This is an optimization exercise on Yosys and OpenROAD, whose aim is small area and a short achievable clock period, not a production implementation. At most, simulation tests tie the RTL to the original design; equivalence was not proved. Only the layout flow was run in runs 1 and 2; the RTL was not checked for function there. No activity file was given, so power comes from the tool's default toggle rates.

## flow/design.v

```verilog
module mr_aoi22 (input logic a, b, c, d, output logic y);
  assign y = ~((a & b) | (c & d));
endmodule
module mr_nand4 (input logic a, b, c, d, output logic y);
  assign y = ~(a & b & c & d);
endmodule
module mr_oai21 (input logic a, b, c, output logic y);
  assign y = ~((a | b) & c);
endmodule
module mr_sel8 (input logic [7:0] d, input logic [7:0] s, output logic y);
  logic [3:0] n;
  for (genvar j = 0; j < 4; j++) begin : g_a
    mr_aoi22 u_a (.a(d[2*j]), .b(s[2*j]), .c(d[2*j+1]), .d(s[2*j+1]), .y(n[j]));
  end
  mr_nand4 u_o (.a(n[0]), .b(n[1]), .c(n[2]), .d(n[3]), .y(y));
endmodule
module mem_responder #(
  parameter int ADDR_BITS  = 6,
  parameter int RD_LATENCY = 1
) (
  input  logic                 clock,
  input  logic                 reset,
  input  logic [31:0]          Address,
  input  logic                 Wr,
  input  logic [31:0]          Datain,
  output logic [31:0]          Dataout,
  output logic                 rd_valid,
  output logic                 addr_err,
  input  logic                 ld_en,
  input  logic [ADDR_BITS-1:0] ld_addr,
  input  logic [31:0]          ld_data,
  output logic                 ld_clash
);
  localparam int ROWS = 1 << (ADDR_BITS - 2);
  localparam int RB   = ADDR_BITS - 2;
  localparam int NH   = ROWS / 8;    
  logic [7:0] bank [4][ROWS];
  function automatic logic [4*ROWS-1:0] row_selects(input logic [RB-1:0] row, input logic [1:0] off,
                                                     input logic en);
    for (int b = 0; b < 4; b++) begin
      logic [RB-1:0] rb;
      rb = row + RB'(2'(b) < off);
      for (int r = 0; r < ROWS; r++)
        row_selects[b*ROWS + r] = en & (rb == RB'(r));
    end
  endfunction
  logic [3:0][ROWS-1:0] rd_sel;
  logic [3:0][3:0]      rot_sel;    
  logic [31:0]          rd_word;
  assign rd_sel = row_selects(Address[ADDR_BITS-1:2], Address[1:0], 1'b1);
  always_comb begin
    for (int k = 0; k < 4; k++)
      for (int b = 0; b < 4; b++)
        rot_sel[k][b] = (Address[1:0] == 2'(b - k));
  end
  logic [7:0] part [4][NH];
  for (genvar b = 0; b < 4; b++) begin : g_bank
    for (genvar h = 0; h < NH; h++) begin : g_half
      for (genvar i = 0; i < 8; i++) begin : g_bit
        logic [7:0] d;
        for (genvar r = 0; r < 8; r++) begin : g_row
          assign d[r] = bank[b][8*h+r][i];
        end
        mr_sel8 u_sel (.d(d), .s(rd_sel[b][8*h +: 8]), .y(part[b][h][i]));
      end
    end
  end
  for (genvar k = 0; k < 4; k++) begin : g_lane
    for (genvar i = 0; i < 8; i++) begin : g_bit
      logic [3:0] t;
      for (genvar b = 0; b < 4; b++) begin : g_b
        if (NH == 2) begin : g_two
          mr_oai21 u_t (.a(part[b][0][i]), .b(part[b][1][i]), .c(rot_sel[k][b]), .y(t[b]));
        end else begin : g_any
          logic any;
          always_comb begin
            any = 1'b0;
            for (int h = 0; h < NH; h++) any = any | part[b][h][i];
          end
          assign t[b] = ~(any & rot_sel[k][b]);
        end
      end
      mr_nand4 u_o (.a(t[0]), .b(t[1]), .c(t[2]), .d(t[3]), .y(rd_word[31-8*k-7+i]));
    end
  end
  logic                 ld_go;
  logic                 cpu_go;
  logic [3:0][ROWS-1:0] ld_sel;
  logic [3:0][ROWS-1:0] cpu_sel;
  logic [3:0][ROWS-1:0] wr_sel;
  logic [3:0][7:0]      wr_byte;
  logic [3:0][7:0]      wd_sel;     
  assign ld_go   = reset & ld_en;
  assign cpu_go  = reset & ~ld_en & Wr;
  assign ld_sel  = row_selects(ld_addr[ADDR_BITS-1:2], ld_addr[1:0], ld_go);
  assign cpu_sel = row_selects(Address[ADDR_BITS-1:2], Address[1:0], cpu_go);
  assign wr_sel  = ld_sel | cpu_sel;
  always_comb begin
    for (int b = 0; b < 4; b++)
      for (int k = 0; k < 4; k++) begin
        wd_sel[b][2*k]   = ld_en & (ld_addr[1:0] == 2'(b - k));
        wd_sel[b][2*k+1] = ~ld_en & (Address[1:0] == 2'(b - k));
      end
  end
  for (genvar b = 0; b < 4; b++) begin : g_wd
    for (genvar i = 0; i < 8; i++) begin : g_bit
      logic [7:0] d;
      for (genvar k = 0; k < 4; k++) begin : g_lane
        assign d[2*k]   = ld_data[31-8*k-7+i];
        assign d[2*k+1] = Datain[31-8*k-7+i];
      end
      mr_sel8 u_sel (.d(d), .s(wd_sel[b]), .y(wr_byte[b][i]));
    end
  end
  always_ff @(posedge clock) begin
    for (int b = 0; b < 4; b++)
      for (int r = 0; r < ROWS; r++)
        if (wr_sel[b][r]) bank[b][r] <= wr_byte[b];
  end
  always_ff @(posedge clock or negedge reset) begin
    if (!reset) begin
      Dataout  <= '0;
      addr_err <= 1'b0;
      rd_valid <= 1'b0;
      ld_clash <= 1'b0;
    end else begin
      Dataout  <= rd_word;
      addr_err <= (Address[31:ADDR_BITS] != '0);
      rd_valid <= 1'b1;
      ld_clash <= ld_en & Wr;
    end
  end
endmodule
```

## flow/flow/run.sh

```bash
#!/bin/bash
# Own layout flow: the standard ORFS flow, with
#  - extra ORFS make variables from flow/make_vars.txt (one NAME=VALUE per line).
# Every tool's output goes to ORFS's own logs (orfs/logs/...) and the make output to flow_make.log.
set -euo pipefail
W=$(pwd)
F=$W/flow
{
  echo "proc abc {args} {"
  echo "  set i [lsearch -exact \$args -script]"
  echo "  if {\$i >= 0} { lset args [expr {\$i + 1}] {$F/abc.script} }"
  echo "  yosys abc {*}\$args"
  echo "}"
  cat "$W/synth_recipe.tcl"
} > "$W/own_synth.tcl"
vars=("SYNTH_SCRIPT=$W/own_synth.tcl")
if [[ -f $F/make_vars.txt ]]; then
  while IFS= read -r line; do
    [[ -z $line || $line == \#* ]] && continue
    vars+=("$line")
  done < "$F/make_vars.txt"
fi
bash "$W/standard.sh" "${vars[@]}" finish > "$W/flow_make.log" 2>&1
```

## flow/flow/abc.script

```
strash
dch
map
topo
stime -c
```

## flow/flow/make_vars.txt

```
MATCH_CELL_FOOTPRINT=0
BUFFER_PORTS_ARGS=-buffer_cell sky130_fd_sc_hd__buf_2
```

## flow/standard.sh

```bash
#!/bin/bash
# synth_recipe.tcl (not shown) runs the flow's synth.tcl, then flattens the netlist and writes it again
# the make line also repeats each setting of config.mk as NAME=value (left out here)
make -C /OpenROAD-flow-scripts/flow DESIGN_CONFIG=/design/flow/config.mk WORK_HOME=/design/flow/orfs CLKGATE_MAP_FILE= SYNTH_SCRIPT=/design/flow/synth_recipe.tcl "${@:-finish}"
```

## flow/config.mk

```make
export PLATFORM = sky130hd
export DESIGN_NAME = mem_responder
export DESIGN_NICKNAME = mem_responder
export VERILOG_FILES = /design/flow/design.v
export SDC_FILE = /design/flow/constraint.sdc
export NUM_CORES = 4
export LEC_CHECK = 0
export ABC_AREA = 1
export CAP_MARGIN = 20
export CELL_PAD_IN_SITES_DETAIL_PLACEMENT = 1
export CELL_PAD_IN_SITES_GLOBAL_PLACEMENT = 2
export CORE_MARGIN = 2
export CORE_UTILIZATION = 30
export CTS_BUF_LIST = sky130_fd_sc_hd__clkbuf_8
export CTS_CLUSTER_DIAMETER = 80
export CTS_CLUSTER_SIZE = 16
export SETUP_SLACK_MARGIN = 2.6
export SLEW_MARGIN = 20
export SYNTH_HIERARCHICAL = 1
export SYNTH_MINIMUM_KEEP_SIZE = 0
```

## flow/constraint.sdc

```tcl
create_clock -name core_clock -period 5.0 [get_ports {clock}]
set_input_delay 1.0000 -clock core_clock [delete_from_list [all_inputs] [get_ports {clock}]]
set_output_delay 1.0000 -clock core_clock [all_outputs]
set_load 0.01 [all_outputs]
```

==> results.sh, run 1 <==
export IMPL_outcome="timing/DRC/antenna clean"
export IMPL_yosysMostFrequentCell="edfxtp_1"
export IMPL_setup_worst_path_end_class="flip-flop"
export IMPL_avgSynthCellArea_sq_um=14.0
export IMPL_timing_final_crit_period_ns=2.60
export IMPL_ys_async_sr_fraction=0.0640
export IMPL_avgViaCountPerCell=5.71
export IMPL_syn_cell_area_sq_um=22700
export IMPL_post_detailed_route_count_of_antenna_violating_nets=0
export IMPL_layout_area_seq_sq_um=16300
export IMPL_final_nets=2176
export IMPL_grt_first_pass_wirelength_microns=124000
export IMPL_ys_ff_latch=547
export IMPL_placedCellCount=2754
export IMPL_yosys_warnings=10
export IMPL_regToRegEndpoint="Dataout[14]"
export IMPL_die_area_sq_um=77700
export IMPL_grt_overflow=0
export IMPL_setup_viol_count_final=0
export IMPL_hold_violations=0
export IMPL_leakage_power_nw=9.59
export IMPL_grt_start_max_net_pins=33
export IMPL_min_delay_path_class="input port to asynchronous set/reset pin"
export IMPL_finalSetupTns_ns=0
export IMPL_min_period_over_period=0.520
export IMPL_total_power_mw=9.72
export IMPL_tritoncts_num_buffers=42
export IMPL_slew_limit_headroom=0.494
export IMPL_rr_worst_depth=4
export IMPL_clk_root_buffer_cell="clkbuf_8"
export IMPL_timing_final_ws_setup_ns=2.40
export IMPL_grt_antenna_before_repair=6
export IMPL_multi_input_area_sq_um=8600
export IMPL_count_of_h_tree_levels_built_during_cts=2
export IMPL_clk_path_buf_depth=3
export IMPL_gp_congestion=0.786
export IMPL_fill_cells=7614
export IMPL_drt_pre_antenna_iters=5
export IMPL_postSynthCellCount=1613
export IMPL_yosys_area_top_type_share=0.679
export IMPL_layout_drive_gt1_share=0.393
export IMPL_fin_worst_hold_slack_ns=0.195
export IMPL_floorplan_initialDensity=0.304
export IMPL_cap_violations=0
export IMPL_cp_data_arrival_time_ns=3.19
export IMPL_detailroute_via_count=17400
export IMPL_vias_in_the_first_global_route=17800
export IMPL_cp_max_fo=5
export IMPL_post_synth_num_cell_types=19
export IMPL_finalMaxSlewViolations=0
export IMPL_die_width_microns=279
export IMPL_rr_startpoint="bank[52][6]"
export IMPL_postSynth_topFlopCell="edfxtp_1"
export IMPL_die_h_microns=279
export IMPL_ff2ff_setup_slack_ns=3.52
export IMPL_clk_latency_ns=0.66
export IMPL_std_cell_rows=100
export IMPL_syn2layout_area_growth_pct=36.2
export IMPL_worstSetupStartpointType="input port"
export IMPL_fin_cells=3053
export IMPL_routed_wire_length_per_instance_microns=28.2
export IMPL_drc=0
export IMPL_max_slew_worst_pin_slew_ns=0.756
export IMPL_tritoncts="done"
export IMPL_port_buffer_count=140
export IMPL_cp_data_required_time_ns=5.59
export IMPL_groute_usage_overall=0.217
export IMPL_synth_edff_count=512
export IMPL_dp_hpwl_microns=58100
export IMPL_dr_first_iter_drc_count=1478
export IMPL_fmax_mhz=385
export IMPL_synthesis_nets=1733
export IMPL_synth_largest_area_cell="edfxtp_1"
export IMPL_netlist_top_cells_area="edfxtp_1 (68%), a22oi_1 (13%), nand4_1 (5.2%)"
export IMPL_worst_setup_hold_path_clk_slew_ns=0.11
export IMPL_drt_wl_total_microns=86100
export IMPL_total_power_density_per_cell_area_nw_per_um2=315
export IMPL_synthTopCellsByCount="edfxtp_1 (512), a22oi_1 (384), nand4_1 (190)"
export IMPL_seq_area_frac_synth=0.717
export IMPL_final_setup_skew_ns=0.0214
export IMPL_critPathKind="input port to flip-flop"
export IMPL_grt_setup_unrepaired="true"
export IMPL_final_area_sq_um=30800
export IMPL_ir_drop_uv=134
export IMPL_placement_cell_area_sq_um=25600
export IMPL_clock_sink_count=547
export IMPL_core_utilization_of_the_finished_layout=0.414
export IMPL_num_io_pins=141
export IMPL_detailedPlace_worstSlack_ns=0.682
export IMPL_placeableCoreArea_sq_um=74600
==> per-layer routing <==
metal	GRT usage	part of all wire	up-vias
met4	0.0513	0.022	6
met1	0.303	0.44	9109
met5	0	0.00039	-
met2	0.358	0.48	554
li1	-	-	7676
met3	0.0296	0.056	94
==> registers in the layout (all words and copies together) (netlist names) <==
name / cells
Dataout: 32
addr_err: 1
bank: 512
ld_clash: 1
rd_valid: 1
==> logic make-up (layout without fill, tap and decap cells) <==
group | count (synthesis) | count (layout) | synth area share
AND/OR/NAND/NOR | 428 | 428 | 0.0946
adder cells (fa/ha/maj) | 14 | 14 | 0.00773
flip-flops | 547 | 547 | 0.717
AO/OA/AOI/OAI | 575 | 575 | 0.170
other | 1 | 4 | 0.000166
XOR/XNOR | 10 | 10 | 0.00387
buffers and inverters | 38 | 506 | 0.00630
==> placed cells by master, fill, tap and decap left out, types with 7 or more instances in the layout <==
cell type / netlist / final
edfxtp_1: 512 / 512
a22oi_1: 384 / 311
nand4_1: 190 / 190
buf_4: 0 / 144
buf_2: 0 / 132
a22oi_2: 0 / 73
buf_12: 0 / 68
o21ai_4: 0 / 56
nor2_4: 0 / 56
buf_6: 0 / 49
nand2_1: 102 / 48
o21ai_1: 0 / 47
clkbuf_8: 0 / 45
o21ai_0: 184 / 43
o21ai_2: 0 / 38
dfrtp_1: 35 / 35
nand2_2: 0 / 35
nor2_1: 95 / 21
nor2_2: 0 / 18
clkinv_1: 38 / 16
nand2_4: 0 / 16
clkinvlp_4: 0 / 15
inv_1: 0 / 15
nand3_1: 30 / 13
nand3_2: 0 / 12
ha_4: 0 / 7
==> power by group <==
| group | total [mW] | switching, mW | internal (mW) |
|---|---|---|---|
| logic | 1.78 | 1.17 | 0.613 |
| clock network | 2.59 | 1.50 | 1.10 |
| registers | 5.35 | 0.0689 | 5.28 |
| total | 9.72 | 2.73 | 6.99 |
==> timing repair <==
item | in CTS | in global routing
gates resized for setup | 433 | 89
hold buffers | 0 | 0
endpoints found under the setup margin | 1056 | 505
cloned | 3 | 0
setup buffers | 178 | 46
pin swaps | 206 | 79
==> per-module statistics from Yosys, one instance, submodules excluded, a selection <==
| module | flops+latches | cells |
|---|---|---|
| mr_oai21 | 0 | 1 |
| mr_nand4 | 0 | 1 |
| mr_aoi22 | 0 | 1 |
| mem_responder | 547 | 973 |
==> final cells by class <==
cell class | count | share of cell area
Clock buffer | 45 | 0.0201
Inverter | 38 | 0.00714
Antenna cell | 3 | 0.000243
Sequential cell | 547 | 0.527
Timing Repair inverter | 3 | 0.000730
Tap cell | 969 | 0.0393
Multi-Input combinational cell | 1028 | 0.279
Clock inverter | 24 | 0.00763
Timing Repair Buffer | 396 | 0.119
==> worst max-delay path, cell delays in order <==
cell and delay [ns]:
buf_12 0.11, buf_6 0.11, buf_6 0.11, ha_4 0.17, ha_4 0.29, clkinvlp_4 0.12
nor2_4 0.19, clkinv_4 0.13, nor2_4 0.23, buf_12 0.15, a22oi_2 0.11, nand4_1 0.15
buf_12 0.15, o21ai_1 0.07, nand4_1 0.09
==> how the worst max path moves through the flow <==
stage	start	end	slack, ns	cells past startpoint
after floorplan	Address[0]	Dataout[0]	1.96	11
after global placement	Address[1]	Dataout[4]	0.80	13
after detailed placement	Address[1]	Dataout[20]	0.68	13
after CTS	ld_en	bank[18][5]	2.40	6
after global routing	Address[0]	Dataout[8]	2.38	12
final	Address[1]	Dataout[21]	2.40	15
==> run 2: changes to the inputs <==
--- a/flow/design.v
+++ b/flow/design.v
@@ -1,4 +1,7 @@
 module mr_aoi22 (input logic a, b, c, d, output logic y);
   assign y = ~((a & b) | (c & d));
+endmodule
+module mr_ao22 (input logic a, b, c, d, output logic y);
+  assign y = (a & b) | (c & d);
 endmodule
 module mr_nand4 (input logic a, b, c, d, output logic y);
@@ -38,10 +41,12 @@
   function automatic logic [4*ROWS-1:0] row_selects(input logic [RB-1:0] row, input logic [1:0] off,
                                                      input logic en);
-    for (int b = 0; b < 4; b++) begin
-      logic [RB-1:0] rb;
-      rb = row + RB'(2'(b) < off);
-      for (int r = 0; r < ROWS; r++)
-        row_selects[b*ROWS + r] = en & (rb == RB'(r));
+    logic [ROWS-1:0] dec;
+    logic [ROWS-1:0] dec_nx;
+    for (int r = 0; r < ROWS; r++) begin
+      dec[r]    = en & (row == RB'(r));
+      dec_nx[r] = en & (row == RB'(r - 1));
     end
+    for (int b = 0; b < 4; b++)
+      row_selects[b*ROWS +: ROWS] = (2'(b) < off) ? dec_nx : dec;
   endfunction
   logic [3:0][ROWS-1:0] rd_sel;
@@ -87,5 +92,4 @@
   logic                 cpu_go;
   logic [3:0][ROWS-1:0] ld_sel;
-  logic [3:0][ROWS-1:0] cpu_sel;
   logic [3:0][ROWS-1:0] wr_sel;
   logic [3:0][7:0]      wr_byte;
@@ -93,7 +97,10 @@
   assign ld_go   = reset & ld_en;
   assign cpu_go  = reset & ~ld_en & Wr;
-  assign ld_sel  = row_selects(ld_addr[ADDR_BITS-1:2], ld_addr[1:0], ld_go);
-  assign cpu_sel = row_selects(Address[ADDR_BITS-1:2], Address[1:0], cpu_go);
-  assign wr_sel  = ld_sel | cpu_sel;
+  assign ld_sel  = row_selects(ld_addr[ADDR_BITS-1:2], ld_addr[1:0], 1'b1);
+  for (genvar b = 0; b < 4; b++) begin : g_wen
+    for (genvar r = 0; r < ROWS; r++) begin : g_row
+      mr_ao22 u_e (.a(ld_go), .b(ld_sel[b][r]), .c(cpu_go), .d(rd_sel[b][r]), .y(wr_sel[b][r]));
+    end
+  end
   always_comb begin
     for (int b = 0; b < 4; b++)
==> results.sh, run 2 <==
export IMPL_die_h_microns=279
export IMPL_post_synth_num_cell_types=12
export IMPL_avgSynthCellArea_sq_um=13.5
export IMPL_grt_antenna_before_repair=4
export IMPL_dp_hpwl_microns=63300
export IMPL_most_frequent_standard_cell_in_the_layout_excluding_fill_and_tap_cells="edfxtp_1"
export IMPL_die_area_sq_um=78000
export IMPL_port_buffer_count=140
export IMPL_postSynth_topFlopCell="edfxtp_1"
export IMPL_die_width_microns=279
export IMPL_timing_final_crit_period_ns=2.51
export IMPL_cap_violations=0
export IMPL_max_slew_worst_pin_slew_ns=0.758
export IMPL_postSynthCellCount=1685
export IMPL_total_power_density_per_cell_area_nw_per_um2=309
export IMPL_top_regs="bank x512, Dataout x32"
export IMPL_ctsHoldBuffers=0
export IMPL_ys_ff_latch=547
export IMPL_post_detailed_route_count_of_antenna_violating_nets=0
export IMPL_min_period_over_period=0.501
export IMPL_setup_worst_path_end_class="flip-flop"
export IMPL_setup_viol_count_final=0
export IMPL_final_setup_skew_ns=0.0225
export IMPL_synth_edff_count=512
export IMPL_vias_in_the_first_global_route=17800
export IMPL_fmax_mhz=399
export IMPL_final_nets=2198
export IMPL_clk_path_buf_depth=3
export IMPL_std_cell_rows=100
export IMPL_drt_pre_antenna_iters=5
export IMPL_num_io_pins=141
export IMPL_synthesis_nets=1791
export IMPL_worstSetupStartpointType="input port"
export IMPL_placeableCoreArea_sq_um=74700
export IMPL_switching_power_mw=2.45
export IMPL_tritoncts="done"
export IMPL_p_sw_frac=0.274
export IMPL_grt_first_pass_wirelength_microns=129000
export IMPL_clk_latency_ns=0.65
export IMPL_seq_area_frac_synth=0.714
export IMPL_slowest_delay_ns=0.26
export IMPL_clk_root_buffer_cell="clkbuf_8"
export IMPL_layout_drive_gt1_share=0.301
export IMPL_total_power_mw=8.93
export IMPL_min_delay_path_class="input port to asynchronous set/reset pin"
export IMPL_syn2layout_area_growth_pct=27.2
export IMPL_floorplan_initialDensity=0.304
export IMPL_detailedPlace_worstSlack_ns=0.832
export IMPL_slew_limit_headroom=0.493
export IMPL_yosys_area_top_type_share=0.676
export IMPL_leakage_power_nw=9.27
export IMPL_cp_data_required_time_ns=5.53
export IMPL_regMostFlops="bank"
export IMPL_grt_setup_unrepaired="true"
export IMPL_synthTopCellsByCount="edfxtp_1 (512), a22oi_1 (384), nand2_1 (262)"
export IMPL_cp_max_fo=26
export IMPL_worst_setup_hold_path_clk_slew_ns=0.11
export IMPL_grt_overflow=0
export IMPL_finalMaxSlewViolations=0
export IMPL_largest_reg_flops=512
export IMPL_detailroute_via_count=17600
export IMPL_clockPowerShare=0.250
export IMPL_syn_cell_area_sq_um=22700
export IMPL_dr_first_iter_drc_count=1548
export IMPL_ir_drop_uv=140
export IMPL_p_seq_frac=0.596
export IMPL_outcome="timing/DRC/antenna clean"
export IMPL_ys_async_sr_fraction=0.0640
export IMPL_yosysMostFrequentCell="edfxtp_1"
export IMPL_avgViaCountPerCell=5.71
export IMPL_routed_wire_length_per_instance_microns=29.6
export IMPL_clock_sink_count=547
export IMPL_drc=0
export IMPL_groute_usage_overall=0.227
export IMPL_drt_wl_total_microns=91100
export IMPL_yosys_warnings=10
export IMPL_cp_data_arrival_time_ns=3.04
export IMPL_tritoncts_num_buffers=40
export IMPL_worstPathCellList="buf_12 > nor2_4 > buf_12 > buf_12 > nand3_1 > o21ai_4 > clkdlybuf4s15_2 > a22oi_1 > nand4_1 > buf_4 > o21ai_0 > nand4_1"
export IMPL_crit_slowest_cell="clkdlybuf4s15_2"
export IMPL_count_of_h_tree_levels_built_during_cts=2
export IMPL_proportion_of_power_drawn_by_combinational_gates=0.153
export IMPL_fin_worst_hold_slack_ns=0.347
export IMPL_hold_violations=0
export IMPL_gp_congestion=0.883
export IMPL_timing_final_ws_setup_ns=2.49
export IMPL_grt_start_max_net_pins=37
export IMPL_finalSetupTns_ns=0
export IMPL_intPower_mw=6.48
export IMPL_netlist_top_cells_area="edfxtp_1 (68%), a22oi_1 (13%), o21ai_0 (4.4%)"
export IMPL_synth_largest_area_cell="edfxtp_1"
export IMPL_most_common_layout_cells="edfxtp_1 (512), a22oi_1 (332), nand2_1 (176)"
export IMPL_crit_path_frequent_cell="buf_12"
export IMPL_critPathKind="input port to flip-flop"
==> run 2: cell count changes after synthesis, sizes merged, moves of 8 or more <==
cell    change
nand2     +160
nand4      -58
nor2       -54
mux2i      +22
o21ai      +18
ha         -14
nand3      +10
clkinv      +8
==> run 2: logic make-up (layout without fill, tap and decap cells) <==
| logic type | Yosys count | count (layout) | synth area share |
|---|---|---|---|
| AO/OA/AOI/OAI | 586 | 588 | 0.171 |
| buffers and inverters | 46 | 466 | 0.00759 |
| other | 1 | 2 | 0.000165 |
| AND/OR/NAND/NOR | 483 | 485 | 0.0969 |
| flip-flops | 547 | 547 | 0.714 |
| multiplexers | 22 | 22 | 0.00968 |
==> run 2: what timing repair did <==
item	4_1_cts	5_1_grt
resized for setup	143	171
pin swaps	71	24
setup buffers	101	25
cloned	5	11
endpoints found under the setup margin	1057	665
==> run 2: metrics by stage <==
step	util	std cells	instance area (sq um)
finish	0.387	3079	28900
global route	0.387	3079	28900
floorplan	-	1685	23300
detailed placement	0.346	2877	25800
CTS	0.376	3042	28100
global placement	0.346	2877	25800
==> run 2: modules after synthesis (local to each module, per instance), a selection <==
module | area [sq um] | times used | flops+latches
mr_aoi22 | 7.51 | 384 | 0
mr_nand4 | 6.26 | 128 | 0
mr_ao22 | 11.3 | 64 | 0
mem_responder | 17700 | 1 | 547
mr_oai21 | 5.00 | 128 | 0
==> run 2: worst paths after layout <==
path                          endpoint  slack (ns)  cells after the start         from
setup / recovery           Dataout[17]        2.49                     12   Address[1]
hold / removal             Dataout[14]        0.35                      2        reset
setup reg to reg           Dataout[17]        3.53                      5  bank[12][1]
hold reg to reg             Dataout[6]        0.78                      4  bank[27][6]
max in group asynchronous  Dataout[26]        4.33                      2        reset
min in group core_clock       addr_err        0.64                      5  Address[26]
==> run 2: worst max-delay path: cells and delay by family <==
kind	cells	cell delay (ns)
AND/OR/NAND/NOR	4	0.49
AO/OA/AOI/OAI	3	0.58
buffers and inverters	5	0.93
==> run 2: power groups by stage <==
stage               Combinational, mW  Clock [mW]  Sequential (mW)
finish                           1.37        2.24             5.33
floorplan                       0.427           0             5.42
detailed placement               1.09           0             5.44
global route                     1.45        2.44             5.34
CTS                              1.29        2.30             5.33
global placement                 1.06           0             5.43
==> run 2: routing by layer <==
layer / share of wire / track usage / vias to the layer above
li1: - / - / 7696
met1: 0.45 / 0.318 / 9179
met2: 0.48 / 0.375 / 627
met3: 0.056 / 0.0308 / 91
met4: 0.023 / 0.0525 / 0
met5: 0 / 0 / -
==> run 2: area by class of cell <==
type,count,area [sq um]
Antenna cell,1,2.50
Inverter,46,251
Timing Repair inverter,5,30.0
Clock buffer,42,578
Sequential cell,547,16300
Tap cell,969,1210
Fill cell,7819,45800
Clock inverter,17,76.3
Timing Repair Buffer,356,2810
Multi-Input combinational cell,1096,7720
==> run 3: changes to the inputs <==
--- a/flow/design.v
+++ b/flow/design.v
@@ -1,7 +1,4 @@
 module mr_aoi22 (input logic a, b, c, d, output logic y);
   assign y = ~((a & b) | (c & d));
-endmodule
-module mr_ao22 (input logic a, b, c, d, output logic y);
-  assign y = (a & b) | (c & d);
 endmodule
 module mr_nand4 (input logic a, b, c, d, output logic y);
@@ -92,4 +89,5 @@
   logic                 cpu_go;
   logic [3:0][ROWS-1:0] ld_sel;
+  logic [3:0][ROWS-1:0] cpu_sel;
   logic [3:0][ROWS-1:0] wr_sel;
   logic [3:0][7:0]      wr_byte;
@@ -97,10 +95,7 @@
   assign ld_go   = reset & ld_en;
   assign cpu_go  = reset & ~ld_en & Wr;
-  assign ld_sel  = row_selects(ld_addr[ADDR_BITS-1:2], ld_addr[1:0], 1'b1);
-  for (genvar b = 0; b < 4; b++) begin : g_wen
-    for (genvar r = 0; r < ROWS; r++) begin : g_row
-      mr_ao22 u_e (.a(ld_go), .b(ld_sel[b][r]), .c(cpu_go), .d(rd_sel[b][r]), .y(wr_sel[b][r]));
-    end
-  end
+  assign ld_sel  = row_selects(ld_addr[ADDR_BITS-1:2], ld_addr[1:0], ld_go);
+  assign cpu_sel = row_selects(Address[ADDR_BITS-1:2], Address[1:0], cpu_go);
+  assign wr_sel  = ld_sel | cpu_sel;
   always_comb begin
     for (int b = 0; b < 4; b++)
--- a/flow/flow/run.sh
+++ b/flow/flow/run.sh
@@ -1,6 +1,9 @@
 #!/bin/bash
 # Own layout flow: the standard ORFS flow, with
-#  - extra ORFS make variables from flow/make_vars.txt (one NAME=VALUE per line).
-# Every tool's output goes to ORFS's own logs (orfs/logs/...) and the make output to flow_make.log.
+#  - extra ORFS make variables from flow/make_vars.txt (one NAME=VALUE per line),
+#  - optionally, the ORFS make targets run one after another as flow/stages.txt lists them
+#    (one per line: a target, then NAME=VALUE words that apply to that target only).
+# Every tool's output goes to ORFS's own logs (orfs/logs/...); each make's output goes to
+# flow_make_N.log in the folder this runs in.
 set -euo pipefail
 W=$(pwd)
@@ -21,3 +24,12 @@
   done < "$F/make_vars.txt"
 fi
-bash "$W/standard.sh" "${vars[@]}" finish > "$W/flow_make.log" 2>&1
+n=0
+if [[ -f $F/stages.txt ]]; then
+  while read -r -a words; do
+    [[ ${#words[@]} -eq 0 || ${words[0]} == \#* ]] && continue
+    n=$((n + 1))
+    bash "$W/standard.sh" "${vars[@]}" "${words[@]:1}" "${words[0]}" > "$W/flow_make_$n.log" 2>&1
+  done < "$F/stages.txt"
+else
+  bash "$W/standard.sh" "${vars[@]}" finish > "$W/flow_make_1.log" 2>&1
+fi
==> flow/flow/stages.txt (new file) <==
floorplan SETUP_SLACK_MARGIN=0
finish
==> results.sh, run 3 <==
export IMPL_regMostFlops="bank"
export IMPL_setup_worst_path_end_class="flip-flop"
export IMPL_routed_wire_length_per_instance_microns=30.2
export IMPL_post_synth_num_cell_types=17
export IMPL_timing_final_crit_period_ns=2.49
export IMPL_groute_usage_overall=0.236
export IMPL_dr_first_iter_drc_count=1913
export IMPL_avgViaCountPerCell=5.99
export IMPL_total_power_density_per_cell_area_nw_per_um2=300
export IMPL_hold_violations=0
export IMPL_slew_limit_headroom=0.334
export IMPL_detailroute_via_count=19000
export IMPL_yosysMostFrequentCell="edfxtp_1"
export IMPL_std_cell_rows=101
export IMPL_outcome="timing/DRC/antenna clean"
export IMPL_syn2layout_area_growth_pct=30.7
export IMPL_fin_worst_hold_slack_ns=0.267
export IMPL_most_common_layout_cells="edfxtp_1 (512), nand4_1 (332), a22oi_1 (308)"
export IMPL_netlist_top_cells_area="edfxtp_1 (67%), a22oi_1 (12%), nand4_1 (9.0%)"
export IMPL_met2RoutedLength_microns=45300
export IMPL_critPathKind="input port to flip-flop"
export IMPL_vias_in_the_first_global_route=19000
export IMPL_regToRegEndpoint="Dataout[19]"
export IMPL_grt_start_max_net_pins=61
export IMPL_ctsHoldBuffers=0
export IMPL_final_nets=2220
export IMPL_cp_data_arrival_time_ns=3.03
export IMPL_die_h_microns=281
export IMPL_clk_latency_ns=0.67
export IMPL_port_buffer_count=140
export IMPL_route_layer_met1_wl_microns=41200
export IMPL_postSynthCellCount=1623
export IMPL_fmax_mhz=402
export IMPL_finalMaxSlewViolations=0
export IMPL_placeableCoreArea_sq_um=76100
export IMPL_layout_area_seq_sq_um=16300
export IMPL_final_setup_skew_ns=0.0250
export IMPL_grt_overflow=0
export IMPL_layout_drive_gt1_share=0.316
export IMPL_most_frequent_standard_cell_in_the_layout_excluding_fill_and_tap_cells="edfxtp_1"
export IMPL_gp_congestion=0.859
export IMPL_syn_cell_area_sq_um=23100
export IMPL_min_delay_path_class="input port to asynchronous set/reset pin"
export IMPL_total_power_mw=9.06
export IMPL_ir_drop_uv=177
export IMPL_max_slew_worst_pin_slew_ns=0.998
export IMPL_post_synth_fa_ha_maj_area_fraction=0
export IMPL_drt_pre_antenna_iters=6
export IMPL_worstSetupStartpointType="input port"
export IMPL_post_detailed_route_count_of_antenna_violating_nets=0
export IMPL_cp_data_required_time_ns=5.54
export IMPL_cp_max_fo=10
export IMPL_yosys_warnings=10
export IMPL_floorplan_initialDensity=0.304
export IMPL_synthesis_nets=1729
export IMPL_synth_xor_area_share=0
export IMPL_seq_area_frac_synth=0.703
export IMPL_core_utilization_of_the_finished_layout=0.397
export IMPL_drc=0
export IMPL_multi_input_area_sq_um=7850
export IMPL_drt_wl_total_microns=95700
export IMPL_synth_largest_area_cell="edfxtp_1"
export IMPL_num_io_pins=141
export IMPL_ys_async_sr_fraction=0.0640
export IMPL_min_period_over_period=0.498
export IMPL_cap_violations=0
export IMPL_synthTopCellsByCount="edfxtp_1 (512), a22oi_1 (384), nand4_1 (332)"
export IMPL_routed_wl_met3_microns=5860
export IMPL_clk_path_buf_depth=3
export IMPL_rr_startpoint="bank[46][3]"
export IMPL_yosys_area_top_type_share=0.666
export IMPL_fill_cells=7938
export IMPL_multiplexer_area_fraction_after_synthesis=0.0130
export IMPL_ys_ff_latch=547
export IMPL_rr_worst_depth=4
export IMPL_top_regs="bank x512, Dataout x32"
export IMPL_count_of_h_tree_levels_built_during_cts=2
export IMPL_postSynth_topFlopCell="edfxtp_1"
export IMPL_tritoncts_num_buffers=42
export IMPL_ff2ff_setup_slack_ns=3.52
export IMPL_worst_setup_hold_path_clk_slew_ns=0.10
export IMPL_placedCellCount=2901
export IMPL_leakage_power_nw=9.48
export IMPL_endpoint="Dataout[19]"
export IMPL_clock_sink_count=547
export IMPL_largest_reg_flops=512
export IMPL_dp_hpwl_microns=63900
export IMPL_die_area_sq_um=79200
export IMPL_synth_edff_count=512
export IMPL_critPathLaunch="Address[3]"
export IMPL_setup_viol_count_final=0
export IMPL_synth_compound_area_share=0.161
export IMPL_clk_root_buffer_cell="clkbuf_8"
export IMPL_avgSynthCellArea_sq_um=14.2
export IMPL_grt_first_pass_wirelength_microns=136000
export IMPL_grt_setup_unrepaired="true"
export IMPL_post_synth_and_or_nand_nor_area_fraction=0.119
export IMPL_tritoncts="done"
export IMPL_grt_antenna_before_repair=6
export IMPL_finalSetupTns_ns=0
export IMPL_die_width_microns=281
export IMPL_dr_max_layer_used="met5"
export IMPL_combinational_family_with_the_most_area_after_synthesis="compound AO/OA/AOI/OAI gates"
export IMPL_fin_cells=3167
==> run 3: cell types whose count changed in the layout (fill, tap and decap cells not counted), moves of 14 or more <==
cell,change
nand4_1,+200
nand2_1,-144
nand2_4,-63
buf_4,+60
o21ai_0,-39
buf_12,+37
a22oi_1,-24
a22oi_2,+24
clkinv_1,-16
mux2i_4,+14
o21ai_4,-14
==> run 3: logic make-up after synthesis <==
group,after synthesis
DFF,547
and+or+nand+nor,477
muxes,30
other,1
buffers and inverters,22
AOI/OAI and AO/OA,546
==> run 3: power breakdown <==
group / switching [mW] / internal, mW
clock: 1.48 / 0.803
sequential: 0.0755 / 5.26
combinational: 0.978 / 0.464
total: 2.54 / 6.52
==> run 3: area by class of cell <==
class                           count  share of cell area
Sequential cell                   547               0.538
Timing Repair Buffer              441               0.131
Multi-Input combinational cell   1060               0.260
Antenna cell                        2            0.000166
Clock buffer                       42              0.0191
Clock inverter                     23             0.00439
Inverter                           22             0.00448
Tap cell                         1030              0.0427
==> run 3: how the worst min path moves through the flow <==
stage	start	endpoint	cells past startpoint
4_1_cts	reset	Dataout[2]	1
2_1_floorplan	bank[19][0]	Dataout[0]	4
6_report	reset	Dataout[8]	1
3_3_place_gp	bank[3][6]	Dataout[14]	4
5_1_grt	reset	Dataout[0]	1
3_5_place_dp	bank[49][4]	Dataout[28]	4
==> run 3: routing by layer <==
layer	vias to the layer above	track usage
met1	9901	0.319
met3	148	0.0344
met2	802	0.387
met4	6	0.0788
li1	8099	-
met5	-	0
==> run 3: stage by stage <==
| step | setup slack (ns) | area [sq um] |
|---|---|---|
| floorplan | 0.0326 | 23100 |
| global placement | 0.684 | 26000 |
| detailed placement | 0.632 | 26000 |
| CTS | 2.49 | 29300 |
| global route | 2.52 | 30200 |
| finish | 2.51 | 30200 |
==> run 3: what timing repair did <==
action	4_1_cts	5_1_grt
setup buffers	138	51
pin swaps	102	37
cloned	8	2
setup endpoints to repair	1048	450
resized for setup	190	135
hold endpoints to repair	0	0
==> run 3: per-module statistics from Yosys (local to each module, per instance), a selection <==
| module | cells | times used |
|---|---|---|
| mem_responder | 983 | 1 |
| mr_nand4 | 1 | 128 |
| mr_oai21 | 1 | 128 |
| mr_aoi22 | 1 | 384 |
==> run 3: critical path, stage by stage <==
cell,delay [ns]
buf_4,0.16
and2b_4,0.23
buf_6,0.18
nand2_8,0.15
buf_4,0.15
mux2i_4,0.07
buf_12,0.15
a22oi_2,0.24
nand4_1,0.28
o21ai_0,0.27
nand4_1,0.12
==> run 4: changes to the inputs <==
==> flow/flow/stages.txt (replaced) <==
floorplan SETUP_SLACK_MARGIN=0
cts SETUP_SLACK_MARGIN=2.2
finish
==> results.sh, run 4 <==
export IMPL_outcome="timing/DRC/antenna clean"
export IMPL_tritoncts_num_buffers=42
export IMPL_groute_usage_overall=0.228
export IMPL_cp_data_arrival_time_ns=2.96
export IMPL_grt_antenna_before_repair=6
export IMPL_synthTopCellsByCount="edfxtp_1 (512), a22oi_1 (384), nand4_1 (332)"
export IMPL_ys_ff_latch=547
export IMPL_endpoint="Dataout[11]"
export IMPL_most_common_layout_cells="edfxtp_1 (512), a22oi_1 (339), nand4_1 (332)"
export IMPL_final_setup_skew_ns=0.0285
export IMPL_rr_startpoint="bank[42][3]"
export IMPL_leakage_power_nw=9.32
export IMPL_drt_wl_total_microns=93900
export IMPL_clock_sink_count=547
export IMPL_total_power_density_per_cell_area_nw_per_um2=303
export IMPL_gp_congestion=0.859
export IMPL_final_nets=2189
export IMPL_slew_limit_headroom=0.351
export IMPL_drt_pre_antenna_iters=6
export IMPL_finalMaxSlewViolations=0
export IMPL_die_area_sq_um=79200
export IMPL_clk_latency_ns=0.67
export IMPL_clk_root_buffer_cell="clkbuf_8"
export IMPL_setup_worst_path_end_class="flip-flop"
export IMPL_count_of_h_tree_levels_built_during_cts=2
export IMPL_routed_wire_length_per_instance_microns=30.0
export IMPL_postSynthCellCount=1623
export IMPL_rr_worst_depth=4
export IMPL_detailedPlace_worstSlack_ns=0.632
export IMPL_grt_setup_unrepaired="true"
export IMPL_synth_largest_area_cell="edfxtp_1"
export IMPL_most_frequent_standard_cell_in_the_layout_excluding_fill_and_tap_cells="edfxtp_1"
export IMPL_cap_violations=0
export IMPL_avgSynthCellArea_sq_um=14.2
export IMPL_syn_cell_area_sq_um=23100
export IMPL_layout_drive_gt1_share=0.293
export IMPL_std_cell_rows=101
export IMPL_yosys_area_top_type_share=0.666
export IMPL_largest_reg_flops=512
export IMPL_floorplan_initialDensity=0.304
export IMPL_timing_final_ws_setup_ns=2.56
export IMPL_ys_async_sr_fraction=0.0640
export IMPL_ctsHoldBuffers=0
export IMPL_timing_final_crit_period_ns=2.44
export IMPL_die_h_microns=281
export IMPL_cp_max_fo=8
export IMPL_post_detailed_route_count_of_antenna_violating_nets=0
export IMPL_grt_start_max_net_pins=61
export IMPL_dp_hpwl_microns=63900
export IMPL_min_period_over_period=0.488
export IMPL_total_power_mw=9.03
export IMPL_clk_path_buf_depth=3
export IMPL_port_buffer_count=140
export IMPL_drc=0
export IMPL_detailroute_via_count=18700
export IMPL_regToRegEndpoint="Dataout[11]"
export IMPL_syn2layout_area_growth_pct=28.9
export IMPL_die_width_microns=281
export IMPL_top_regs="bank x512, Dataout x32"
export IMPL_yosys_warnings=10
export IMPL_worstSetupStartpointType="input port"
export IMPL_fmax_mhz=410
export IMPL_ff2ff_setup_slack_ns=3.41
export IMPL_num_io_pins=141
export IMPL_fin_worst_hold_slack_ns=0.269
export IMPL_grt_first_pass_wirelength_microns=131000
export IMPL_post_synth_num_cell_types=17
export IMPL_placeableCoreArea_sq_um=76100
export IMPL_seq_area_frac_synth=0.703
export IMPL_hold_violations=0
export IMPL_synthesis_nets=1729
export IMPL_regMostFlops="bank"
export IMPL_setup_viol_count_final=0
export IMPL_tritoncts="done"
export IMPL_critPathLaunch="Address[2]"
export IMPL_grt_overflow=0
export IMPL_critPathKind="input port to flip-flop"
export IMPL_avgViaCountPerCell=5.97
export IMPL_postSynth_topFlopCell="edfxtp_1"
export IMPL_min_delay_path_class="input port to asynchronous set/reset pin"
export IMPL_yosysMostFrequentCell="edfxtp_1"
export IMPL_netlist_top_cells_area="edfxtp_1 (67%), a22oi_1 (12%), nand4_1 (9.0%)"
export IMPL_synth_edff_count=512
export IMPL_finalSetupTns_ns=0
export IMPL_cp_data_required_time_ns=5.52
export IMPL_max_slew_worst_pin_slew_ns=0.972
export IMPL_vias_in_the_first_global_route=18200
export IMPL_worst_setup_hold_path_clk_slew_ns=0.10
export IMPL_dr_first_iter_drc_count=1856
export IMPL_ir_drop_uv=183
-- run 4: cell counts after synthesis --
Identical to the previous run, type by type.
-- run 4: modules after synthesis (local to each module, per instance), excerpt --
module | copies in the design | area (sq um) | cells inside | flip-flops and latches
mem_responder | 1 | 18800 | 983 | 547
mr_aoi22 | 384 | 7.51 | 1 | 0
mr_nand4 | 128 | 6.26 | 1 | 0
mr_oai21 | 128 | 5.00 | 1 | 0
-- run 4: worst min path at each step --
stage | endpoint | slack (ns) | cells after the start
6_report | Dataout[2] | 0.27 | 1
3_5_place_dp | Dataout[28] | 0.75 | 4
2_1_floorplan | Dataout[0] | 0.62 | 4
3_3_place_gp | Dataout[14] | 0.74 | 4
5_1_grt | Dataout[0] | 0.24 | 1
4_1_cts | Dataout[2] | 0.28 | 1
-- run 4: final cells by class --
cell class / instances / area [sq um]
tap: 1030 / 1290
inverter: 22 / 131
timing repair buffer: 411 / 3700
antenna: 1 / 2.50
sequential: 547 / 16300
fill: 7948 / 46300
clock buffer: 42 / 578
clock inverter: 23 / 133
multi-input combinational: 1059 / 7690
-- run 4: repair_timing --
item | 4_1_cts | 5_1_grt
resized for setup | 80 | 208
pin swaps | 39 | 100
endpoints found under the setup margin | 781 | 1056
setup buffers | 41 | 118
cloned | 3 | 6
-- run 4: layer usage --
metal  track usage  vias to the layer above  part of all wire
met5             0                        -           0.00036
met4        0.0701                        6             0.039
met1         0.315                     9752              0.43
met2         0.372                      785              0.47
li1              -                     8022                 -
met3        0.0311                      152             0.060
-- run 4: worst max-delay path: stages --
cell,delay [ns]
buf_6,0.13
and2b_4,0.24
buf_6,0.14
nand2_8,0.16
mux2i_4,0.16
a22oi_1,0.37
nand4_1,0.30
o21ai_0,0.29
nand4_1,0.14
-- run 4: logic make-up (layout without fill, tap and decap cells) --
| kind of cell | count (synthesis) | count (layout) | synth area share |
|---|---|---|---|
| flip-flops | 547 | 547 | 0.703 |
| AO/OA/AOI/OAI | 546 | 546 | 0.161 |
| AND/OR/NAND/NOR | 477 | 482 | 0.119 |
| multiplexers | 30 | 30 | 0.0130 |
| buffers and inverters | 22 | 498 | 0.00357 |
| other | 1 | 2 | 0.000162 |
-- run 4: stage by stage --
step | utilization | cell area, sq um | cells
floorplan | - | 23100 | 1623
global placement | 0.342 | 26000 | 2901
detailed placement | 0.342 | 26000 | 2901
CTS | 0.362 | 27500 | 3010
global route | 0.391 | 29800 | 3135
finish | 0.391 | 29800 | 3135
-- run 4: report_power, final --
part / switching, mW / total (mW) / internal (mW) / leakage (nW)
clock network: 1.48 / 2.29 / 0.803 / 0.410
logic: 0.966 / 1.42 / 0.451 / 4.10
registers: 0.0720 / 5.33 / 5.25 / 4.81
==> run 5: changes to the inputs <==
==> flow/flow/stages.txt (replaced) <==
floorplan SETUP_SLACK_MARGIN=3.0
finish
==> results.sh, run 5 <==
export IMPL_dr_first_iter_drc_count=1865
export IMPL_intPower_mw=6.64
export IMPL_vias_in_the_first_global_route=18700
export IMPL_placeableCoreArea_sq_um=76100
export IMPL_tritoncts="done"
export IMPL_yosys_area_top_type_share=0.666
export IMPL_min_period_over_period=0.484
export IMPL_final_area_sq_um=29700
export IMPL_clockPowerShare=0.266
export IMPL_proportion_of_power_drawn_by_combinational_gates=0.154
export IMPL_clk_latency_ns=0.68
export IMPL_groute_usage_overall=0.238
export IMPL_die_area_sq_um=79200
export IMPL_cp_data_arrival_time_ns=2.97
export IMPL_setup_worst_path_end_class="flip-flop"
export IMPL_layout_drive_gt1_share=0.280
export IMPL_synth_edff_count=512
export IMPL_placedCellCount=2863
export IMPL_seq_area_frac_synth=0.703
export IMPL_post_detailed_route_count_of_antenna_violating_nets=0
export IMPL_setup_viol_count_final=0
export IMPL_grt_setup_unrepaired="true"
export IMPL_avgSynthCellArea_sq_um=14.2
export IMPL_max_slew_worst_pin_slew_ns=1.03
export IMPL_synthTopCellsByCount="edfxtp_1 (512), a22oi_1 (384), nand4_1 (332)"
export IMPL_ctsHoldBuffers=0
export IMPL_slew_limit_headroom=0.314
export IMPL_die_h_microns=281
export IMPL_syn_cell_area_sq_um=23100
export IMPL_switching_power_mw=2.53
export IMPL_synthesis_nets=1729
export IMPL_netlist_top_cells_area="edfxtp_1 (67%), a22oi_1 (12%), nand4_1 (9.0%)"
export IMPL_outcome="timing/DRC/antenna clean"
export IMPL_finalSetupTns_ns=0
export IMPL_crit_slowest_cell="and2b_4"
export IMPL_clk_path_buf_depth=3
export IMPL_grt_antenna_before_repair=2
export IMPL_critPathKind="input port to flip-flop"
export IMPL_cap_violations=0
export IMPL_final_nets=2157
export IMPL_regMostFlops="bank"
export IMPL_die_width_microns=281
export IMPL_drt_pre_antenna_iters=6
export IMPL_leakage_power_nw=9.18
export IMPL_grt_start_max_net_pins=43
export IMPL_std_cell_rows=101
export IMPL_most_common_layout_cells="edfxtp_1 (512), a22oi_1 (344), nand4_1 (332)"
export IMPL_post_synth_num_cell_types=17
export IMPL_syn2layout_area_growth_pct=28.5
export IMPL_cp_data_required_time_ns=5.54
export IMPL_ys_ff_latch=547
export IMPL_slowest_delay_ns=0.27
export IMPL_multi_input_area_sq_um=7930
export IMPL_critical_path_top_delay_family="buffers and inverters"
export IMPL_num_io_pins=141
export IMPL_synth_largest_area_cell="edfxtp_1"
export IMPL_hold_violations=0
export IMPL_fill_cells=7948
export IMPL_grt_overflow=0
export IMPL_drt_wl_total_microns=96400
export IMPL_postSynthCellCount=1623
export IMPL_yosys_warnings=10
export IMPL_worstSetupStartpointType="input port"
export IMPL_yosysMostFrequentCell="edfxtp_1"
export IMPL_gp_congestion=0.856
export IMPL_worstPathCellList="buf_4 > and2b_4 > buf_12 > nand2_8 > clkinvlp_4 > buf_4 > a22oi_1 > nand4_1 > buf_4 > o21ai_0 > nand4_1"
export IMPL_floorplan_initialDensity=0.304
export IMPL_min_delay_path_class="input port to asynchronous set/reset pin"
export IMPL_critical_path_buf_inv_count=5
export IMPL_fin_cells=3103
export IMPL_postSynth_topFlopCell="edfxtp_1"
export IMPL_drc=0
export IMPL_avgViaCountPerCell=6.13
export IMPL_timing_final_crit_period_ns=2.42
export IMPL_core_utilization_of_the_finished_layout=0.390
export IMPL_tritoncts_num_buffers=41
export IMPL_clk_root_buffer_cell="clkbuf_8"
export IMPL_p_seq_frac=0.580
export IMPL_worst_setup_hold_path_clk_slew_ns=0.11
export IMPL_ir_drop_uv=133
export IMPL_count_of_h_tree_levels_built_during_cts=2
export IMPL_total_power_density_per_cell_area_nw_per_um2=309
export IMPL_detailroute_via_count=19000
export IMPL_most_frequent_standard_cell_in_the_layout_excluding_fill_and_tap_cells="edfxtp_1"
export IMPL_routed_wire_length_per_instance_microns=31.1
export IMPL_port_buffer_count=140
export IMPL_placement_cell_area_sq_um=26100
export IMPL_largest_reg_flops=512
export IMPL_ys_async_sr_fraction=0.0640
export IMPL_cp_max_fo=8
export IMPL_finalMaxSlewViolations=0
export IMPL_grt_first_pass_wirelength_microns=137000
export IMPL_dp_hpwl_microns=62300
export IMPL_total_power_mw=9.17
export IMPL_p_sw_frac=0.276
export IMPL_layout_area_seq_sq_um=16300
export IMPL_top_regs="bank x512, Dataout x32"
export IMPL_final_setup_skew_ns=0.0297
export IMPL_fmax_mhz=413
export IMPL_crit_path_frequent_cell="buf_4"
export IMPL_clock_sink_count=547
run 5: cells by family (layout without fill, tap and decap cells):
logic type             count (synthesis)  after routing  share of synthesized area
DFF                                  547            547                      0.703
AOI/OAI and AO/OA                    546            546                      0.161
other                                  1              2                   0.000162
and+or+nand+nor                      477            491                      0.119
buffers and inverters                 22            457                    0.00357
muxes                                 30             30                     0.0130
run 5: modules after synthesis, one instance, submodules excluded, a selection:
module	cells	flops+latches	area (sq um)	times used
mr_aoi22	1	0	7.51	384
mr_oai21	1	0	5.00	128
mem_responder	983	547	18800	1
mr_nand4	1	0	6.26	128
run 5: metrics by stage:
step           setup slack, ns  hold slack [ns]
2_1_floorplan             2.08            0.621
3_3_place_gp             0.912            0.702
3_5_place_dp             0.798            0.733
4_1_cts                   2.54            0.547
5_1_grt                   2.54            0.563
6_report                  2.58            0.577
run 5: worst paths after layout:
kind                                  start     endpoint  slack, ns  cells after the start
worst max-delay path             Address[4]   Dataout[1]       2.58                     11
worst min-delay path                  reset     addr_err       0.58                      2
worst max register to register  bank[14][2]  Dataout[26]       3.56                      5
max in group asynchronous             reset  Dataout[14]       4.12                      2
worst min register to register   bank[3][2]  Dataout[10]       0.73                      4
min in group core_clock          Address[6]     addr_err       0.60                      5
run 5: layer usage:
metal	part of all wire	global-route usage
met5	0.00013	0
met4	0.038	0.0767
met3	0.073	0.0324
met2	0.46	0.379
met1	0.43	0.337
run 5: power groups by stage:
stage	clock network, mW	registers [mW]	logic (mW)
6_report	2.44	5.32	1.41
3_3_place_gp	0	5.43	1.12
2_1_floorplan	0	5.42	0.470
3_5_place_dp	0	5.43	1.14
4_1_cts	2.50	5.32	1.33
5_1_grt	2.65	5.33	1.49
run 5: layout make-up:
class | instances | area share
Antenna cell | 1 | 0.0000843
Inverter | 22 | 0.00480
Clock buffer | 43 | 0.0199
Timing Repair Buffer | 370 | 0.111
Sequential cell | 547 | 0.547
Clock inverter | 21 | 0.00586
Timing Repair inverter | 1 | 0.000253
Multi-Input combinational cell | 1068 | 0.267
Tap cell | 1030 | 0.0434
run 5: timing repair:
item	in CTS	in global routing
buffers inserted	119	40
resized for setup	101	113
endpoints found under the hold margin	0	0
endpoints found under the setup margin	1044	468
gates cloned	13	3
pin swaps	94	33
==> run 6: changes to the inputs <==
==> flow/flow/stages.txt (replaced) <==
floorplan SETUP_SLACK_MARGIN=3.3
finish
==> results.sh, run 6 <==
export IMPL_outcome="timing/DRC/antenna clean"
export IMPL_tritoncts="done"
export IMPL_ys_ff_latch=547
export IMPL_cap_violations=0
export IMPL_die_area_sq_um=79200
export IMPL_hold_violations=0
export IMPL_total_power_density_per_cell_area_nw_per_um2=309
export IMPL_dp_hpwl_microns=62300
export IMPL_synthesis_nets=1729
export IMPL_ctsHoldBuffers=0
export IMPL_vias_in_the_first_global_route=18700
export IMPL_min_delay_path_class="input port to asynchronous set/reset pin"
export IMPL_most_common_layout_cells="edfxtp_1 (512), a22oi_1 (344), nand4_1 (332)"
export IMPL_detailroute_via_count=19000
export IMPL_largest_reg_flops=512
export IMPL_layout_drive_gt1_share=0.280
export IMPL_setup_worst_path_end_class="flip-flop"
export IMPL_die_width_microns=281
export IMPL_groute_usage_overall=0.238
export IMPL_drt_wl_total_microns=96400
export IMPL_ir_drop_uv=133
export IMPL_port_buffer_count=140
export IMPL_clk_root_buffer_cell="clkbuf_8"
export IMPL_fmax_mhz=413
export IMPL_fill_cells=7948
export IMPL_drc=0
export IMPL_core_utilization_of_the_finished_layout=0.390
export IMPL_timing_final_crit_period_ns=2.42
export IMPL_final_nets=2157
export IMPL_critPathKind="input port to flip-flop"
export IMPL_multi_input_area_sq_um=7930
export IMPL_synthTopCellsByCount="edfxtp_1 (512), a22oi_1 (384), nand4_1 (332)"
export IMPL_regMostFlops="bank"
export IMPL_synth_largest_area_cell="edfxtp_1"
export IMPL_clk_latency_ns=0.68
export IMPL_syn2layout_area_growth_pct=28.5
export IMPL_most_frequent_standard_cell_in_the_layout_excluding_fill_and_tap_cells="edfxtp_1"
export IMPL_drt_pre_antenna_iters=6
export IMPL_netlist_top_cells_area="edfxtp_1 (67%), a22oi_1 (12%), nand4_1 (9.0%)"
export IMPL_finalMaxSlewViolations=0
export IMPL_tritoncts_num_buffers=41
export IMPL_crit_slowest_cell="and2b_4"
export IMPL_routed_wire_length_per_instance_microns=31.1
export IMPL_layout_area_seq_sq_um=16300
export IMPL_std_cell_rows=101
export IMPL_final_area_sq_um=29700
export IMPL_max_slew_worst_pin_slew_ns=1.03
export IMPL_avgViaCountPerCell=6.13
export IMPL_setup_viol_count_final=0
export IMPL_floorplan_initialDensity=0.304
export IMPL_postSynth_topFlopCell="edfxtp_1"
export IMPL_syn_cell_area_sq_um=23100
export IMPL_dr_first_iter_drc_count=1865
export IMPL_min_period_over_period=0.484
export IMPL_cp_max_fo=8
export IMPL_cp_data_arrival_time_ns=2.97
export IMPL_clock_sink_count=547
export IMPL_post_detailed_route_count_of_antenna_violating_nets=0
export IMPL_avgSynthCellArea_sq_um=14.2
export IMPL_yosys_area_top_type_share=0.666
export IMPL_grt_overflow=0
export IMPL_worstPathCellList="buf_4 > and2b_4 > buf_12 > nand2_8 > clkinvlp_4 > buf_4 > a22oi_1 > nand4_1 > buf_4 > o21ai_0 > nand4_1"
export IMPL_seq_area_frac_synth=0.703
export IMPL_grt_first_pass_wirelength_microns=137000
export IMPL_yosys_warnings=10
export IMPL_yosysMostFrequentCell="edfxtp_1"
export IMPL_grt_setup_unrepaired="true"
export IMPL_leakage_power_nw=9.18
export IMPL_grt_start_max_net_pins=43
export IMPL_ys_async_sr_fraction=0.0640
export IMPL_top_regs="bank x512, Dataout x32"
export IMPL_worstSetupStartpointType="input port"
export IMPL_count_of_h_tree_levels_built_during_cts=2
export IMPL_timing_final_ws_setup_ns=2.58
export IMPL_worst_setup_hold_path_clk_slew_ns=0.11
export IMPL_grt_antenna_before_repair=2
export IMPL_slowest_delay_ns=0.27
export IMPL_detailedPlace_worstSlack_ns=0.798
export IMPL_die_h_microns=281
export IMPL_synth_edff_count=512
export IMPL_post_synth_num_cell_types=17
export IMPL_placement_cell_area_sq_um=26100
export IMPL_placeableCoreArea_sq_um=76100
export IMPL_clk_path_buf_depth=3
export IMPL_postSynthCellCount=1623
export IMPL_slew_limit_headroom=0.314
export IMPL_final_setup_skew_ns=0.0297
export IMPL_crit_path_frequent_cell="buf_4"
export IMPL_gp_congestion=0.856
export IMPL_num_io_pins=141
export IMPL_finalSetupTns_ns=0
export IMPL_cp_data_required_time_ns=5.54
==> run 6: modules after synthesis, one instance, submodules excluded, a selection <==
module | cells | flops+latches | times used | cell area, sq um
mem_responder | 983 | 547 | 1 | 18800
mr_nand4 | 1 | 0 | 128 | 6.26
mr_aoi22 | 1 | 0 | 384 | 7.51
mr_oai21 | 1 | 0 | 128 | 5.00
==> run 6: timing repair <==
| action | in CTS | in global routing |
|---|---|---|
| buffers inserted | 119 | 40 |
| setup endpoints to repair | 1044 | 468 |
| cloned | 13 | 3 |
| pin swaps | 94 | 33 |
| endpoints found under the hold margin | 0 | 0 |
| resized for setup | 101 | 113 |
==> run 6: where the power goes <==
| group | total, mW | internal (mW) | switching [mW] |
|---|---|---|---|
| logic | 1.41 | 0.430 | 0.981 |
| registers | 5.32 | 5.25 | 0.0644 |
| clock network | 2.44 | 0.958 | 1.48 |
| total | 9.17 | 6.64 | 2.53 |
==> run 6: through the flow <==
| step | std cells | total power, mW | hold slack (ns) |
|---|---|---|---|
| after global routing | 3103 | 9.47 | 0.563 |
| after global placement | 2863 | 6.55 | 0.702 |
| after floorplan | 1623 | 5.89 | 0.621 |
| after CTS | 3059 | 9.16 | 0.547 |
| final | 3103 | 9.17 | 0.577 |
| after detailed placement | 2863 | 6.57 | 0.733 |
==> run 6: critical path, delay by kind of cell <==
kind / cells / cell delay (ns)
buffers and inverters: 5 / 1.02
AND/OR/NAND/NOR: 4 / 0.64
AO/OA/AOI/OAI: 2 / 0.30
==> run 6: worst paths after layout <==
| kind | slack [ns] | end | from | depth (start not counted) |
|---|---|---|---|---|
| min in group core_clock | 0.60 | addr_err | Address[6] | 5 |
| worst min-delay path | 0.58 | addr_err | reset | 2 |
| max in group asynchronous | 4.12 | Dataout[14] | reset | 2 |
| worst max register to register | 3.56 | Dataout[26] | bank[14][2] | 5 |
| worst min register to register | 0.73 | Dataout[10] | bank[3][2] | 4 |
| worst max-delay path | 2.58 | Dataout[1] | Address[4] | 11 |
==> run 6: cells by family after synthesis <==
kind of cell / after synthesis / share of synthesized area
flops: 547 / 0.703
compound gates: 546 / 0.161
simple gates: 477 / 0.119
mux: 30 / 0.0130
buf+inv: 22 / 0.00357
other cells: 1 / 0.000162
==> run 6: layout make-up <==
| type | instances | share of cell area |
|---|---|---|
| clock buffer | 43 | 0.0199 |
| tap | 1030 | 0.0434 |
| timing repair inverter | 1 | 0.000253 |
| antenna | 1 | 0.0000843 |
| sequential | 547 | 0.547 |
| clock inverter | 21 | 0.00586 |
| multi-input combinational | 1068 | 0.267 |
| timing repair buffer | 370 | 0.111 |
| inverter | 22 | 0.00480 |
==> run 6: per-layer routing <==
layer / part of all wire / vias up / global-route usage / wire, microns
met5: 0.00013 / - / 0 / 13
met4: 0.038 / 2 / 0.0767 / 3620
met3: 0.073 / 186 / 0.0324 / 7020
met2: 0.46 / 981 / 0.379 / 44200
met1: 0.43 / 9871 / 0.337 / 41500
li1: - / 7979 / - / -
==> run 7: changes to the inputs <==
==> flow/flow/make_vars.txt (replaced) <==
MATCH_CELL_FOOTPRINT=0
BUFFER_PORTS_ARGS=-buffer_cell sky130_fd_sc_hd__buf_2
SKIP_GATE_CLONING=1
removed: flow/flow/stages.txt
==> results.sh, run 7 <==
export IMPL_postSynthCellCount=1623
export IMPL_synthTopCellsByCount="edfxtp_1 (512), a22oi_1 (384), nand4_1 (332)"
export IMPL_timing_final_crit_period_ns=2.47
export IMPL_vias_in_the_first_global_route=18300
export IMPL_worstSetupStartpointType="input port"
export IMPL_die_width_microns=281
export IMPL_slowest_delay_ns=0.82
export IMPL_grt_antenna_before_repair=10
export IMPL_max_slew_worst_pin_slew_ns=0.781
export IMPL_outcome="timing/DRC/antenna clean"
export IMPL_die_area_sq_um=79200
export IMPL_placeableCoreArea_sq_um=76100
export IMPL_ctsHoldBuffers=0
export IMPL_largest_reg_flops=512
export IMPL_min_delay_path_class="input port to asynchronous set/reset pin"
export IMPL_setup_viol_count_final=0
export IMPL_regMostFlops="bank"
export IMPL_slew_limit_headroom=0.478
export IMPL_critPathKind="input port to flip-flop"
export IMPL_synthesis_nets=1729
export IMPL_min_period_over_period=0.494
export IMPL_placedCellCount=2881
export IMPL_worst_setup_hold_path_clk_slew_ns=0.10
export IMPL_grt_overflow=0
export IMPL_ys_ff_latch=547
export IMPL_placement_cell_area_sq_um=26100
export IMPL_grt_start_max_net_pins=67
export IMPL_gp_congestion=0.842
export IMPL_fin_worst_hold_slack_ns=0.268
export IMPL_clk_path_buf_depth=3
export IMPL_dp_hpwl_microns=62200
export IMPL_tritoncts_num_buffers=43
export IMPL_cp_data_required_time_ns=5.29
export IMPL_final_nets=2149
export IMPL_most_common_layout_cells="edfxtp_1 (512), a22oi_1 (355), nand4_1 (332)"
export IMPL_grt_first_pass_wirelength_microns=132000
export IMPL_top_regs="bank x512, Dataout x32"
export IMPL_synth_edff_count=512
export IMPL_fmax_mhz=405
export IMPL_netlist_top_cells_area="edfxtp_1 (67%), a22oi_1 (12%), nand4_1 (9.0%)"
export IMPL_layout_drive_gt1_share=0.272
export IMPL_drt_wl_total_microns=92500
export IMPL_cp_data_arrival_time_ns=2.75
export IMPL_syn2layout_area_growth_pct=26.0
export IMPL_crit_slowest_cell="o21ai_2"
export IMPL_cap_violations=0
export IMPL_yosysMostFrequentCell="edfxtp_1"
export IMPL_final_setup_skew_ns=0.0372
export IMPL_groute_usage_overall=0.229
export IMPL_ir_drop_uv=126
export IMPL_cp_max_fo=13
export IMPL_num_io_pins=141
export IMPL_total_power_density_per_cell_area_nw_per_um2=310
export IMPL_clock_sink_count=547
export IMPL_die_h_microns=281
export IMPL_fin_cells=3097
export IMPL_final_area_sq_um=29100
export IMPL_detailroute_via_count=18600
export IMPL_worstPathCellList="buf_2 > clkinvlp_4 > nand3_2 > o21ai_2"
export IMPL_grt_setup_unrepaired="true"
export IMPL_synth_largest_area_cell="edfxtp_1"
export IMPL_drt_pre_antenna_iters=6
export IMPL_drc=0
export IMPL_floorplan_initialDensity=0.304
export IMPL_tritoncts="done"
export IMPL_yosys_area_top_type_share=0.666
export IMPL_syn_cell_area_sq_um=23100
export IMPL_count_of_h_tree_levels_built_during_cts=2
export IMPL_yosys_warnings=10
export IMPL_clk_root_buffer_cell="clkbuf_8"
export IMPL_ys_async_sr_fraction=0.0640
export IMPL_post_detailed_route_count_of_antenna_violating_nets=0
export IMPL_avgViaCountPerCell=5.99
export IMPL_finalMaxSlewViolations=0
export IMPL_clk_latency_ns=0.65
export IMPL_total_power_mw=9.03
export IMPL_most_frequent_standard_cell_in_the_layout_excluding_fill_and_tap_cells="edfxtp_1"
export IMPL_std_cell_rows=101
export IMPL_setup_worst_path_end_class="flip-flop"
export IMPL_hold_violations=0
export IMPL_leakage_power_nw=9.06
export IMPL_seq_area_frac_synth=0.703
export IMPL_dr_first_iter_drc_count=1833
export IMPL_post_synth_num_cell_types=17
export IMPL_port_buffer_count=140
export IMPL_finalSetupTns_ns=0
export IMPL_avgSynthCellArea_sq_um=14.2
export IMPL_routed_wire_length_per_instance_microns=29.9
export IMPL_postSynth_topFlopCell="edfxtp_1"
-- run 7: where the power goes --
| part | internal (mW) | switching (mW) |
|---|---|---|
| combinational | 0.422 | 0.949 |
| sequential | 5.26 | 0.0556 |
| clock | 0.844 | 1.50 |
-- run 7: final timing paths --
| path | startpoint | endpoint | slack, ns | depth (start not counted) |
|---|---|---|---|---|
| hold reg to reg | bank[43][4] | Dataout[4] | 0.76 | 4 |
| min in group core_clock | Address[27] | addr_err | 0.63 | 5 |
| setup reg to reg | bank[60][0] | Dataout[8] | 3.53 | 5 |
| hold / removal | reset | ld_clash | 0.27 | 1 |
| setup / recovery | ld_en | bank[59][5] | 2.53 | 4 |
| max in group asynchronous | reset | Dataout[9] | 3.98 | 2 |
-- run 7: metrics by stage --
step | utilization | setup WS, ns
CTS | 0.371 | 2.53
finish | 0.383 | 2.53
global route | 0.382 | 2.54
detailed placement | 0.342 | 0.649
global placement | 0.342 | 0.637
floorplan | - | 2.08
-- run 7: layout make-up --
class                           instances  area (sq um)
Fill cell                            7963         47000
Sequential cell                       547         16300
Multi-Input combinational cell       1054          7570
Timing Repair Buffer                  375          3100
Tap cell                             1030          1290
Clock buffer                           44           606
Clock inverter                         22           136
Inverter                               22           135
Antenna cell                            3          7.51
-- run 7: logic make-up (layout without fill, tap and decap cells) --
kind of cell | Yosys count | count (layout) | synth area share
DFF | 547 | 547 | 0.703
AOI/OAI and AO/OA | 546 | 546 | 0.161
and+or+nand+nor | 477 | 477 | 0.119
muxes | 30 | 30 | 0.0130
buffers and inverters | 22 | 463 | 0.00357
other | 1 | 4 | 0.000162
-- run 7: repair_timing --
action,CTS,global route
gates resized for setup,94,91
endpoints found under the setup margin,960,500
setup buffers,109,38
pin swaps,78,30
-- run 7: critical path, delay by kind of cell --
| kind | cells | cell delay [ns] |
|---|---|---|
| AOI/OAI and AO/OA | 1 | 0.82 |
| and+or+nand+nor | 1 | 0.48 |
| buffers and inverters | 2 | 0.42 |
-- run 7: per-module statistics from Yosys, one instance, submodules excluded, a selection --
module,cell area (sq um),flip-flops and latches,times used,cells inside
mem_responder,18800,547,1,983
mr_aoi22,7.51,0,384,1
mr_nand4,6.26,0,128,1
mr_oai21,5.00,0,128,1
-- run 7: layer usage --
metal	part of all wire	GRT usage	vias to the layer above	wire (microns)
li1	-	-	7949	-
met2	0.47	0.372	770	43400
met4	0.024	0.0554	10	2200
met1	0.44	0.323	9706	40600
met3	0.067	0.0339	123	6190
met5	0.00067	0	-	62

## port drivers added, routing unchanged
How much do the figures lean on ideal ports? The routed layouts below were timed once more, with nothing changed but the port constraints.
Step 1, drivers: a clkbuf_16 drives clock and a buf_2 each remaining input, both assumed.
Step 2 adds t to the input delays and takes it off the output delays; t is the mean of the earliest and latest rising clock arrival at the registers after step 1. Input paths then give back, and output paths get back, about the clock's delay inside the block.
a / b / c = ideal / step 1 / step 2; a / b = the first two.
run | shift t [ns] | setup slack, ns | slew at the worst register clock pin (ns) | pins driven straight from the clock port
run 1 | 0.712 | 2.402 / 2.398 / 1.687 | 0.11 / 0.11 | 1
run 2 | 0.703 | 2.494 / 2.460 / 1.758 | 0.11 / 0.11 | 1
run 3 | 0.715 | 2.511 / 2.540 / 1.825 | 0.11 / 0.11 | 1
run 4 | 0.705 | 2.558 / 2.464 / 1.760 | 0.11 / 0.11 | 1
run 5 | 0.726 | 2.578 / 2.532 / 1.806 | 0.11 / 0.11 | 1
run 6 | 0.726 | 2.578 / 2.532 / 1.806 | 0.11 / 0.11 | 1
run 7 | 0.699 | 2.532 / 2.530 / 1.832 | 0.11 / 0.11 | 1
After both steps setup and hold are still met in every run listed. For run 4, which loses most, drivers alone change the setup slack by -0.094 ns; drivers and shift together by -0.798 ns.
